Source: an optimization exercise on an open RTL-to-GDS flow (aim: small area). Production flows keep margins and buffers that such runs may drop.
In this exercise RTL edits were held to simulation tests only and were not proved equivalent to the original.
Power is estimated from default activity; no workload was simulated.

`flow/config.mk`:
```
export PLATFORM = sky130hd
export DESIGN_NAME = rv_pipeline_top
export DESIGN_NICKNAME = rv_pipeline_top
export VERILOG_FILES = /design/flow/design.v
export SDC_FILE = /design/flow/constraint.sdc
export NUM_CORES = 4
export LEC_CHECK = 0
export CAP_MARGIN = 20
export CORE_MARGIN = 2
export CORE_UTILIZATION = 30
export PLACE_DENSITY = 0.38
export SLEW_MARGIN = 20
```
`flow/constraint.sdc`:
```
create_clock -name core_clock -period 10.0 [get_ports {clk}]
set_input_delay 2.0000 -clock core_clock [delete_from_list [all_inputs] [get_ports {clk}]]
set_output_delay 2.0000 -clock core_clock [all_outputs]
set_load 0.01 [all_outputs]
```
`flow/design.v`:
```
`default_nettype none
package rv_pkg;
  localparam int xlen = 32;
  typedef logic [xlen-1:0] word_t;
  typedef logic [4:0]      reg_addr_t;
  localparam word_t nop_instr = 32'h0000_0013;
  localparam logic [6:0] op_load    = 7'b0000011;
  localparam logic [6:0] op_store   = 7'b0100011;
  localparam logic [6:0] op_imm     = 7'b0010011;
  localparam logic [6:0] op_reg     = 7'b0110011;
  localparam logic [6:0] op_branch  = 7'b1100011;
  localparam logic [6:0] op_jal     = 7'b1101111;
  localparam logic [6:0] op_custom0 = 7'b0001011;
  localparam logic [2:0] f3_beq  = 3'b000;
  localparam logic [2:0] f3_bne  = 3'b001;
  localparam logic [2:0] f3_blt  = 3'b100;
  localparam logic [2:0] f3_bge  = 3'b101;
  localparam logic [2:0] f3_bltu = 3'b110;
  localparam logic [2:0] f3_bgeu = 3'b111;
  localparam logic [1:0] aluc_add   = 2'b00;
  localparam logic [1:0] aluc_sub   = 2'b01;
  localparam logic [1:0] aluc_funct = 2'b10;
  localparam logic [1:0] fwd_none = 2'b00;
  localparam logic [1:0] fwd_mem  = 2'b01;
  localparam logic [1:0] fwd_wb   = 2'b10;
  typedef enum logic [4:0] {
    alu_add, alu_sub, alu_and, alu_or, alu_xor,
    alu_slt, alu_sltu, alu_sll, alu_srl, alu_sra,
    alu_andn, alu_orn, alu_xnor, alu_min, alu_max,
    alu_minu, alu_maxu, alu_rol, alu_ror, alu_abs
  } alu_op_e;
  typedef struct packed {
    logic       reg_write;
    logic       mem_write;
    logic       mem_to_reg;
    logic       alu_src;
    logic       branch;
    logic       jump;
    logic [1:0] alu_op;
  } ctrl_t;
  typedef struct packed {
    ctrl_t      ctrl;
    word_t      pc;
    word_t      rs1_val;
    word_t      rs2_val;
    word_t      imm;
    reg_addr_t  rs1;
    reg_addr_t  rs2;
    reg_addr_t  rd;
    logic [2:0] funct3;
    logic [6:0] funct7;
    logic [6:0] opcode;
  } id_ex_t;
  typedef struct packed {
    logic      reg_write;
    logic      mem_write;
    logic      mem_to_reg;
    word_t     alu_out;
    word_t     store_data;
    reg_addr_t rd;
  } ex_mem_t;
  typedef struct packed {
    logic      we;
    reg_addr_t rd;
    word_t     value;
  } wb_bus_t;
endpackage
`default_nettype wire
`timescale 1ns/100ps
`default_nettype none
module fetch_stage (
  input  logic          clk,
  input  logic          reset,
  input  logic          stall,
  input  logic          redirect,
  input  rv_pkg::word_t target,
  input  rv_pkg::word_t instr,
  output rv_pkg::word_t pc,
  output rv_pkg::word_t if_id_pc,
  output rv_pkg::word_t if_id_instr
);
  rv_pkg::word_t pc_next;
  assign pc_next = redirect ? target : pc + 32'd4;
  always_ff @(posedge clk or posedge reset) begin
    if (reset) begin
      pc <= '0;
    end else if (redirect || !stall) begin
      pc <= pc_next;
    end
  end
  always_ff @(posedge clk or posedge reset) begin
    if (reset) begin
      if_id_pc    <= '0;
      if_id_instr <= rv_pkg::nop_instr;
    end else if (redirect) begin
      if_id_pc    <= '0;
      if_id_instr <= rv_pkg::nop_instr;
    end else if (!stall) begin
      if_id_pc    <= pc;
      if_id_instr <= instr;
    end
  end
endmodule
`default_nettype wire
`timescale 1ns/100ps
`default_nettype none
module reg_file (
  input  logic              clk,
  input  logic              reset,
  input  rv_pkg::reg_addr_t rs1,
  input  rv_pkg::reg_addr_t rs2,
  input  rv_pkg::wb_bus_t   wb,
  output rv_pkg::word_t     rs1_val,
  output rv_pkg::word_t     rs2_val
);
  rv_pkg::word_t regs [32];
  always_ff @(posedge clk or posedge reset) begin
    if (reset) begin
      for (int i = 0; i < 32; i++) begin
        regs[i] <= '0;
      end
    end else if (wb.we && wb.rd != 5'd0) begin
      regs[wb.rd] <= wb.value;
    end
  end
  always_comb begin
    if (rs1 == 5'd0) begin
      rs1_val = '0;
    end else if (wb.we && wb.rd == rs1) begin
      rs1_val = wb.value;
    end else begin
      rs1_val = regs[rs1];
    end
    if (rs2 == 5'd0) begin
      rs2_val = '0;
    end else if (wb.we && wb.rd == rs2) begin
      rs2_val = wb.value;
    end else begin
      rs2_val = regs[rs2];
    end
  end
endmodule
`default_nettype wire
`timescale 1ns/100ps
`default_nettype none
module decode_stage (
  input  logic              clk,
  input  logic              reset,
  input  rv_pkg::word_t     if_id_pc,
  input  rv_pkg::word_t     if_id_instr,
  input  logic              stall,
  input  logic              bubble,
  input  logic              redirect,
  input  rv_pkg::wb_bus_t   wb,
  output rv_pkg::id_ex_t    id_ex,
  output rv_pkg::reg_addr_t rs1_d,
  output rv_pkg::reg_addr_t rs2_d
);
  logic [6:0]     opcode;
  rv_pkg::ctrl_t  ctrl;
  rv_pkg::word_t  imm;
  rv_pkg::word_t  rs1_val;
  rv_pkg::word_t  rs2_val;
  rv_pkg::id_ex_t id_ex_d;
  assign opcode = if_id_instr[6:0];
  assign rs1_d  = if_id_instr[19:15];
  assign rs2_d  = if_id_instr[24:20];
  reg_file u_reg_file (
    .clk     (clk),
    .reset   (reset),
    .rs1     (rs1_d),
    .rs2     (rs2_d),
    .wb      (wb),
    .rs1_val (rs1_val),
    .rs2_val (rs2_val)
  );
  always_comb begin
    ctrl = '0;
    imm  = {{20{if_id_instr[31]}}, if_id_instr[31:20]};
    case (opcode)
      rv_pkg::op_load: begin
        ctrl.reg_write  = 1'b1;
        ctrl.mem_to_reg = 1'b1;
        ctrl.alu_src    = 1'b1;
        ctrl.alu_op     = rv_pkg::aluc_add;
      end
      rv_pkg::op_store: begin
        ctrl.mem_write = 1'b1;
        ctrl.alu_src   = 1'b1;
        ctrl.alu_op    = rv_pkg::aluc_add;
        imm = {{20{if_id_instr[31]}}, if_id_instr[31:25], if_id_instr[11:7]};
      end
      rv_pkg::op_imm: begin
        ctrl.reg_write = 1'b1;
        ctrl.alu_src   = 1'b1;
        ctrl.alu_op    = rv_pkg::aluc_funct;
      end
      rv_pkg::op_reg, rv_pkg::op_custom0: begin
        ctrl.reg_write = 1'b1;
        ctrl.alu_op    = rv_pkg::aluc_funct;
      end
      rv_pkg::op_branch: begin
        ctrl.branch = 1'b1;
        ctrl.alu_op = rv_pkg::aluc_sub;
        imm = {{20{if_id_instr[31]}}, if_id_instr[7], if_id_instr[30:25],
               if_id_instr[11:8], 1'b0};
      end
      rv_pkg::op_jal: begin
        ctrl.reg_write = 1'b1;
        ctrl.jump      = 1'b1;
        imm = {{12{if_id_instr[31]}}, if_id_instr[19:12], if_id_instr[20],
               if_id_instr[30:21], 1'b0};
      end
      default: begin
        ctrl = '0;
      end
    endcase
  end
  always_comb begin
    id_ex_d         = '0;
    id_ex_d.ctrl    = ctrl;
    id_ex_d.pc      = if_id_pc;
    id_ex_d.rs1_val = rs1_val;
    id_ex_d.rs2_val = rs2_val;
    id_ex_d.imm     = imm;
    id_ex_d.rs1     = rs1_d;
    id_ex_d.rs2     = rs2_d;
    id_ex_d.rd      = if_id_instr[11:7];
    id_ex_d.funct3  = if_id_instr[14:12];
    id_ex_d.funct7  = if_id_instr[31:25];
    id_ex_d.opcode  = opcode;
  end
  always_ff @(posedge clk or posedge reset) begin
    if (reset) begin
      id_ex <= '0;
    end else if (redirect || bubble) begin
      id_ex.ctrl <= '0;
    end else if (!stall) begin
      id_ex <= id_ex_d;
    end
  end
endmodule
`default_nettype wire
`timescale 1ns/100ps
`default_nettype none
module hazard_unit (
  input  rv_pkg::id_ex_t    id_ex,
  input  rv_pkg::reg_addr_t rs1_d,
  input  rv_pkg::reg_addr_t rs2_d,
  input  rv_pkg::ex_mem_t   ex_mem,
  input  rv_pkg::wb_bus_t   wb,
  output logic              stall,
  output logic              bubble,
  output logic [1:0]        fwd_a,
  output logic [1:0]        fwd_b
);
  logic load_use;
  logic mem_hit_a;
  logic mem_hit_b;
  logic wb_hit_a;
  logic wb_hit_b;
  assign load_use = id_ex.ctrl.mem_to_reg && id_ex.rd != 5'd0 &&
                    (id_ex.rd == rs1_d || id_ex.rd == rs2_d);
  assign stall  = load_use;
  assign bubble = load_use;
  assign mem_hit_a = ex_mem.reg_write && ex_mem.rd != 5'd0 && ex_mem.rd == id_ex.rs1;
  assign mem_hit_b = ex_mem.reg_write && ex_mem.rd != 5'd0 && ex_mem.rd == id_ex.rs2;
  assign wb_hit_a  = wb.we && wb.rd != 5'd0 && wb.rd == id_ex.rs1;
  assign wb_hit_b  = wb.we && wb.rd != 5'd0 && wb.rd == id_ex.rs2;
  assign fwd_a = mem_hit_a ? rv_pkg::fwd_mem : (wb_hit_a ? rv_pkg::fwd_wb : rv_pkg::fwd_none);
  assign fwd_b = mem_hit_b ? rv_pkg::fwd_mem : (wb_hit_b ? rv_pkg::fwd_wb : rv_pkg::fwd_none);
endmodule
`default_nettype wire
`timescale 1ns/100ps
`default_nettype none
module execute_stage (
  input  logic            clk,
  input  logic            reset,
  input  rv_pkg::id_ex_t  id_ex,
  input  logic [1:0]      fwd_a,
  input  logic [1:0]      fwd_b,
  input  rv_pkg::wb_bus_t wb,
  output rv_pkg::ex_mem_t ex_mem,
  output logic            redirect,
  output rv_pkg::word_t   target
);
  rv_pkg::word_t   op_a;
  rv_pkg::word_t   rs2_fwd;
  rv_pkg::word_t   op_b;
  rv_pkg::word_t   alu_out;
  rv_pkg::alu_op_e alu_sel;
  logic            taken;
  function automatic rv_pkg::alu_op_e alu_decode(input logic [1:0] cls,
                                                 input logic [2:0] f3,
                                                 input logic [6:0] f7,
                                                 input logic [6:0] opc);
    rv_pkg::alu_op_e sel;
    sel = rv_pkg::alu_add;
    if (opc == rv_pkg::op_custom0) begin
      case ({f7[1:0], f3})
        5'b00_000: sel = rv_pkg::alu_andn;
        5'b00_001: sel = rv_pkg::alu_orn;
        5'b00_010: sel = rv_pkg::alu_xnor;
        5'b01_000: sel = rv_pkg::alu_min;
        5'b01_001: sel = rv_pkg::alu_max;
        5'b01_010: sel = rv_pkg::alu_minu;
        5'b01_011: sel = rv_pkg::alu_maxu;
        5'b10_000: sel = rv_pkg::alu_rol;
        5'b10_001: sel = rv_pkg::alu_ror;
        5'b11_000: sel = rv_pkg::alu_abs;
        default:   sel = rv_pkg::alu_add;
      endcase
    end else if (cls == rv_pkg::aluc_sub) begin
      sel = rv_pkg::alu_sub;
    end else if (cls == rv_pkg::aluc_funct) begin
      case (f3)
        3'b000:  sel = (opc == rv_pkg::op_reg && f7[5]) ? rv_pkg::alu_sub : rv_pkg::alu_add;
        3'b001:  sel = rv_pkg::alu_sll;
        3'b010:  sel = rv_pkg::alu_slt;
        3'b011:  sel = rv_pkg::alu_sltu;
        3'b100:  sel = rv_pkg::alu_xor;
        3'b101:  sel = f7[5] ? rv_pkg::alu_sra : rv_pkg::alu_srl;
        3'b110:  sel = rv_pkg::alu_or;
        default: sel = rv_pkg::alu_and;
      endcase
    end
    alu_decode = sel;
  endfunction
  function automatic rv_pkg::word_t alu(input rv_pkg::word_t a, input rv_pkg::word_t b,
                                        input rv_pkg::alu_op_e sel);
    logic [63:0] dbl;
    logic [4:0]  sh;
    logic        lts;
    logic        ltu;
    dbl = {a, a};
    sh  = b[4:0];
    lts = $signed(a) < $signed(b);
    ltu = a < b;
    case (sel)
      rv_pkg::alu_add:  alu = a + b;
      rv_pkg::alu_sub:  alu = a - b;
      rv_pkg::alu_and:  alu = a & b;
      rv_pkg::alu_or:   alu = a | b;
      rv_pkg::alu_xor:  alu = a ^ b;
      rv_pkg::alu_slt:  alu = {31'd0, lts};
      rv_pkg::alu_sltu: alu = {31'd0, ltu};
      rv_pkg::alu_sll:  alu = a << sh;
      rv_pkg::alu_srl:  alu = a >> sh;
      rv_pkg::alu_sra:  alu = $signed(a) >>> sh;
      rv_pkg::alu_andn: alu = a & ~b;
      rv_pkg::alu_orn:  alu = a | ~b;
      rv_pkg::alu_xnor: alu = ~(a ^ b);
      rv_pkg::alu_min:  alu = lts ? a : b;
      rv_pkg::alu_max:  alu = lts ? b : a;
      rv_pkg::alu_minu: alu = ltu ? a : b;
      rv_pkg::alu_maxu: alu = ltu ? b : a;
      rv_pkg::alu_rol:  alu = dbl[63-sh -: 32];
      rv_pkg::alu_ror:  alu = dbl[sh +: 32];
      rv_pkg::alu_abs:  alu = a[31] ? -a : a;
      default:          alu = a + b;
    endcase
  endfunction
  always_comb begin
    case (fwd_a)
      rv_pkg::fwd_mem: op_a = ex_mem.alu_out;
      rv_pkg::fwd_wb:  op_a = wb.value;
      default:         op_a = id_ex.rs1_val;
    endcase
    case (fwd_b)
      rv_pkg::fwd_mem: rs2_fwd = ex_mem.alu_out;
      rv_pkg::fwd_wb:  rs2_fwd = wb.value;
      default:         rs2_fwd = id_ex.rs2_val;
    endcase
  end
  assign op_b    = id_ex.ctrl.alu_src ? id_ex.imm : rs2_fwd;
  assign alu_sel = alu_decode(id_ex.ctrl.alu_op, id_ex.funct3, id_ex.funct7, id_ex.opcode);
  assign alu_out = alu(op_a, op_b, alu_sel);
  always_comb begin
    case (id_ex.funct3)
      rv_pkg::f3_beq:  taken = op_a == rs2_fwd;
      rv_pkg::f3_bne:  taken = op_a != rs2_fwd;
      rv_pkg::f3_blt:  taken = $signed(op_a) < $signed(rs2_fwd);
      rv_pkg::f3_bge:  taken = $signed(op_a) >= $signed(rs2_fwd);
      rv_pkg::f3_bltu: taken = op_a < rs2_fwd;
      rv_pkg::f3_bgeu: taken = op_a >= rs2_fwd;
      default:         taken = 1'b0;
    endcase
  end
  assign redirect = (id_ex.ctrl.branch && taken) || id_ex.ctrl.jump;
  assign target   = id_ex.pc + id_ex.imm;
  always_ff @(posedge clk or posedge reset) begin
    if (reset) begin
      ex_mem <= '0;
    end else begin
      ex_mem.reg_write  <= id_ex.ctrl.reg_write;
      ex_mem.mem_write  <= id_ex.ctrl.mem_write;
      ex_mem.mem_to_reg <= id_ex.ctrl.mem_to_reg;
      ex_mem.alu_out    <= id_ex.ctrl.jump ? id_ex.pc + 32'd4 : alu_out;
      ex_mem.store_data <= rs2_fwd;
      ex_mem.rd         <= id_ex.rd;
    end
  end
endmodule
`default_nettype wire
`timescale 1ns/100ps
`default_nettype none
module writeback_stage (
  input  logic            clk,
  input  logic            reset,
  input  rv_pkg::ex_mem_t ex_mem,
  input  rv_pkg::word_t   read_data,
  output rv_pkg::wb_bus_t wb
);
  logic              reg_write_q;
  logic              mem_to_reg_q;
  rv_pkg::reg_addr_t rd_q;
  rv_pkg::word_t     alu_q;
  rv_pkg::word_t     load_q;
  always_ff @(posedge clk or posedge reset) begin
    if (reset) begin
      reg_write_q  <= 1'b0;
      mem_to_reg_q <= 1'b0;
      rd_q         <= '0;
    end else begin
      reg_write_q  <= ex_mem.reg_write;
      mem_to_reg_q <= ex_mem.mem_to_reg;
      rd_q         <= ex_mem.rd;
    end
  end
  always_ff @(posedge clk) begin
    alu_q  <= ex_mem.alu_out;
    load_q <= read_data;
  end
  assign wb.we    = reg_write_q && rd_q != 5'd0;
  assign wb.rd    = rd_q;
  assign wb.value = mem_to_reg_q ? load_q : alu_q;
endmodule
`default_nettype wire
`timescale 1ns/100ps
`default_nettype none
module rv_pipeline_top (
  input  logic          clk,
  input  logic          reset,
  input  rv_pkg::word_t instr,
  input  rv_pkg::word_t read_data,
  output rv_pkg::word_t pc,
  output logic          mem_write,
  output rv_pkg::word_t data_addr,
  output rv_pkg::word_t write_data
);
  rv_pkg::word_t     if_id_pc;
  rv_pkg::word_t     if_id_instr;
  rv_pkg::id_ex_t    id_ex;
  rv_pkg::ex_mem_t   ex_mem;
  rv_pkg::wb_bus_t   wb;
  rv_pkg::reg_addr_t rs1_d;
  rv_pkg::reg_addr_t rs2_d;
  rv_pkg::word_t     target;
  logic              redirect;
  logic              stall;
  logic              bubble;
  logic [1:0]        fwd_a;
  logic [1:0]        fwd_b;
  fetch_stage u_fetch (
    .clk         (clk),
    .reset       (reset),
    .stall       (stall),
    .redirect    (redirect),
    .target      (target),
    .instr       (instr),
    .pc          (pc),
    .if_id_pc    (if_id_pc),
    .if_id_instr (if_id_instr)
  );
  decode_stage u_decode (
    .clk         (clk),
    .reset       (reset),
    .if_id_pc    (if_id_pc),
    .if_id_instr (if_id_instr),
    .stall       (stall),
    .bubble      (bubble),
    .redirect    (redirect),
    .wb          (wb),
    .id_ex       (id_ex),
    .rs1_d       (rs1_d),
    .rs2_d       (rs2_d)
  );
  hazard_unit u_hazard (
    .id_ex  (id_ex),
    .rs1_d  (rs1_d),
    .rs2_d  (rs2_d),
    .ex_mem (ex_mem),
    .wb     (wb),
    .stall  (stall),
    .bubble (bubble),
    .fwd_a  (fwd_a),
    .fwd_b  (fwd_b)
  );
  execute_stage u_execute (
    .clk      (clk),
    .reset    (reset),
    .id_ex    (id_ex),
    .fwd_a    (fwd_a),
    .fwd_b    (fwd_b),
    .wb       (wb),
    .ex_mem   (ex_mem),
    .redirect (redirect),
    .target   (target)
  );
  writeback_stage u_writeback (
    .clk       (clk),
    .reset     (reset),
    .ex_mem    (ex_mem),
    .read_data (read_data),
    .wb        (wb)
  );
  assign mem_write  = ex_mem.mem_write;
  assign data_addr  = ex_mem.alu_out;
  assign write_data = ex_mem.store_data;
endmodule
`default_nettype wire
```
`flow/run.sh`:
```
#!/bin/bash
# synth_recipe.tcl (not shown) runs the flow's synth.tcl, then flattens the netlist and writes it again
# the make line also repeats each setting of config.mk as NAME=value (left out here)
make -C /OpenROAD-flow-scripts/flow DESIGN_CONFIG=/design/flow/config.mk WORK_HOME=/design/flow/orfs CLKGATE_MAP_FILE= SYNTH_SCRIPT=/design/flow/synth_recipe.tcl finish
```
==> summary.txt <==
## per-layer routing
metal	part of all wire, %	up-vias	wire, um	GRT usage, %
met4	5.2	18	26570	16.60
met1	43	41380	219100	50.92
met2	41	5497	206200	50.98
met3	11	1186	55790	11.07
li1	-	33690	-	-
met5	0.020	-	100	0
## worst register-to-register path: stages (launching register included)
cell and delay, ps:
dfrtp_1 570, nor2_1 910, a211o_1 510, nor2_4 210
buf_4 250, o21ai_0 240, o21ai_0 300, mux2i_1 680
inv_1 110, ha_1 490, or4_1 670, nor3_1 240
o31ai_1 120, nand2_1 180, a21oi_1 240, o311ai_2 790
mux2i_1 310, a21o_1 950, a2111oi_0 350, a221oi_1 370
## cells in the mapped netlist (44+ instances only)
library cell,instances
nor2_1,1004
mux2i_1,207
nand4_1,229
clkbuf_1,687
inv_1,109
a22o_1,152
dfxtp_1,64
dfrtp_1,1313
mux2_2,59
xnor2_1,144
ha_1,135
a221oi_1,179
a211oi_1,65
a22oi_1,582
o21ai_0,680
xor2_1,58
nand3_1,192
a21oi_1,1010
o31ai_1,103
nor4_1,63
nand2_1,1018
a31oi_1,44
nor3_1,275
buf_1,65
a222oi_1,65
buf_4,71
## cells by family (layout without fill, tap and decap cells)
group / after synthesis / in the layout / share of synthesized area, %
buf+inv: 995 / 952 / 5.223
other cells: 0 / 22 / 0
xor+xnor: 204 / 204 / 2.267
simple gates: 3018 / 3018 / 17.02
mux: 269 / 269 / 3.528
flops: 1380 / 1380 / 43.05
fa+ha+maj: 145 / 145 / 2.289
compound gates: 3253 / 3253 / 26.62
## sequential cells by signal, summed over array words and instances, names as in the netlist
register                  cells
u_decode.u_reg_file.regs    992
u_writeback.load_q           32
u_decode.id_ex              149
u_fetch.if_id_instr          32
u_writeback.mem_to_reg_q      1
u_fetch.if_id_pc             32
u_writeback.alu_q            32
u_fetch.pc                   32
u_writeback.rd_q              5
u_execute.ex_mem             72
u_writeback.reg_write_q       1
## cell type report
| type | instances | area share [%] |
|---|---|---|
| tap | 3515 | 4.771 |
| multi-input combinational | 6889 | 46.08 |
| inverter | 119 | 0.4913 |
| timing repair buffer | 518 | 4.984 |
| clock buffer | 246 | 5.352 |
| sequential | 1380 | 37.12 |
| clock inverter | 69 | 1.140 |
| antenna | 22 | 0.05972 |
## power by group through the flow
stage | Combinational [mW] | Clock, mW | Sequential (mW)
2_1_floorplan | 2.11 | 0 | 6.41
3_3_place_gp | 3.63 | 0 | 6.69
3_5_place_dp | 3.64 | 0 | 6.68
4_1_cts | 3.66 | 6.87 | 6.59
5_1_grt | 3.97 | 7.10 | 6.64
6_report | 3.77 | 6.79 | 6.60
## stage by stage
stage          instances  util (%)
4_1_cts            12730     35.00
3_5_place_dp       12420     32.72
2_1_floorplan       9264         -
3_3_place_gp       12410     32.63
5_1_grt            12740     35.04
6_report           12760     35.05
## worst max path at each step
stage                                    from                   end  slack, ps
after global routing      u_writeback.rd_q[3]  u_execute.ex_mem[55]       1300
after detailed placement  u_writeback.rd_q[3]  u_execute.ex_mem[55]       1680
after floorplan                         reset     u_decode.id_ex[0]     -10200
after CTS                 u_writeback.rd_q[3]  u_execute.ex_mem[55]       1670
after global placement    u_writeback.rd_q[3]  u_execute.ex_mem[52]       1840
final                     u_writeback.rd_q[3]  u_execute.ex_mem[55]       1440
==> flow_summary.yaml <==
power:
  combPwrFrac_pct: 22.0
  p_leak_nw: 37.88
  vdd_drop_max_mv: 0.1920
  clkPwrFrac_pct: 39.5
  seqPwrFrac_pct: 38.5
  switchingPower_mw: 6.033
  power_mw: 17.16
  p_per_area_mw_per_mm2: 186.1
  internal-power_mw: 11.13
  p_sw_share_pct: 35.16
layout:
  area_growth_pct: 15.98
  drive_gt1_share_pct: 10.74
  seqCellArea_mm2: 0.03422
  final_common_cell: "dfrtp_1"
  multiInputGateArea_mm2: 0.04248
  nNetsFinal: 9283
  nFillCells: 27280
  design_area_mm2: 0.09219
  final_cell_mix: "dfrtp_1 (1311), nand2_1 (1011), a21oi_1 (1007)"
hold_path:
  hold_start: "u_decode.id_ex[167]"
  min_path_cells: 0
  min_to: "u_execute.ex_mem[71]"
  worstHoldPathType: "reg2reg"
critical_path:
  worst_setup_path_end_kind: "register"
  critPathMaxStageDelay_ps: 950
  cp_max_fo: 24
  cp_num_buf_inv: 2
  critPathArrivalTime_ps: 9290
  r2r_start: "u_writeback.rd_q[3]"
  worst-r2r-setup-slack_ps: 1440
  r2r_end: "u_execute.ex_mem[55]"
  crit_chain: "nor2_1, a211o_1, nor2_4, buf_4, o21ai_0, o21ai_0, mux2i_1, inv_1, ha_1, or4_1, nor3_1, o31ai_1, nand2_1, a21oi_1, o311ai_2, mux2i_1, a21o_1, a2111oi_0, a221oi_1"
  reg2reg_depth: 19
  worstSetupPathType: "reg2reg"
  critPathTopFamily: "compound AO/OA/AOI/OAI gates"
  start_kind: "register"
  cpMaxStageDelayCell: "a21o_1"
  required_ps: 10730
  path_depth: 19
die:
  io_pins: 163
  start_util_pct: 30.22
  rows: 188
  die_w_um: 518.7
  dieArea_mm2: 0.2691
  core_area_mm2: 0.2630
  dieHeight_um: 518.7
grt:
  grt_pass1_vias: 76510
  grt_overflow_total: 0
  grt_max_degree: 151
  track_usage_pct: 36.42
  antenna_found_initial: 43
  grt_pass1_wl_mm: 684.7
placement:
  place_hpwl_mm: 334.8
  port-buffer-count: 162
  dpl_cell_area_mm2: 0.08605
  post-place-ws_ps: 1684
  gp_congestion: 1.037
route:
  dr.pass1.iters: 11
  wl_mm: 507.8
  first_iter_violations: 12840
  ant_nets: 0
  routedWlPerCell_um: 39.80
  vias: 81770
  drc: 0
  vias_per_cell: 6.410
clocking:
  htree_levels: 4
  clkTransAtPathRegs_ps: 70
  cts_setup_buffers: 0
  cts-root-buf: "clkbuf_16"
  numCtsBuffers: 171
  hold_buffers: 0
  cts_resized: 0
  cts_tree: "done"
  insertion_delay_ps: 860
  clockBufferDepth: 3
  cts_sinks: 1380
logic_synthesis:
  synth_top_area_cell: "dfrtp_1"
  synth_cells: 9264
  synth.distinct_cells: 111
  avgSynthCellArea_um2: 8.580
  synth_area_leaders: "dfrtp_1 (41%), a21oi_1 (6.4%), a22oi_1 (5.5%), nand2_1 (4.8%), nor2_1 (4.7%)"
  synth_seq_area_share_pct: 43.05
  synth-edff-count: 0
  ys.flop_type: "dfrtp_1"
  synthesis.area_mm2: 0.07948
  synth_top_area_share_pct: 41.34
  async_flop_share_pct: 95.36
  ys_warn_count: 6
  ys_seq_elements: 1380
  syn-num-nets: 9468
timing:
  min_period_ps: 8560
  slew-limit-headroom_pct: 11.06
  tightest_slew_ps: 1322
  rsz0062_at_grt: "no"
  finalSetupViolCount: 0
  fmax_ghz: 0.1168
  holdWs_ps: 324.9
  skew_ps: 72.39
  period_share_pct: 85.60
  hold_viol_final: 0
  finalMaxSlewViolations: 0
  setup_slack_ps: 1440
  tns_ps: 0
flow_run:
  maxCapViolations: 0
run_status:
  outcome: "no timing/DRC/antenna violations"

==> afterwards: timing with drivers on the ports <==
The flow's constraints put no driver on any port. The routed layout listed below was extracted and timed again, unchanged, in two steps.
Step 1 assumes that a clkbuf_16 drives the clock port and a buf_2 every other input.
Step 2 moves the port delays by t, midway between the first and last clock arrival at a register: inputs arrive t later, outputs are due t later. That takes back most of the time a late clock gives input paths.
a / b / c = ideal ports / drivers / drivers and shift; a / b = the first two.
t, ns: 0.922
slack for setup (ns): 1.440 / 1.440 / 1.440
worst setup path at the end: register to register
worst data-port slew with drivers (ns): 0.06
pins driven straight from the clock port: 1
After both steps this run still meets setup and hold. For this run, drivers alone change the setup slack by 0.000 ns; drivers and shift together by 0.000 ns.
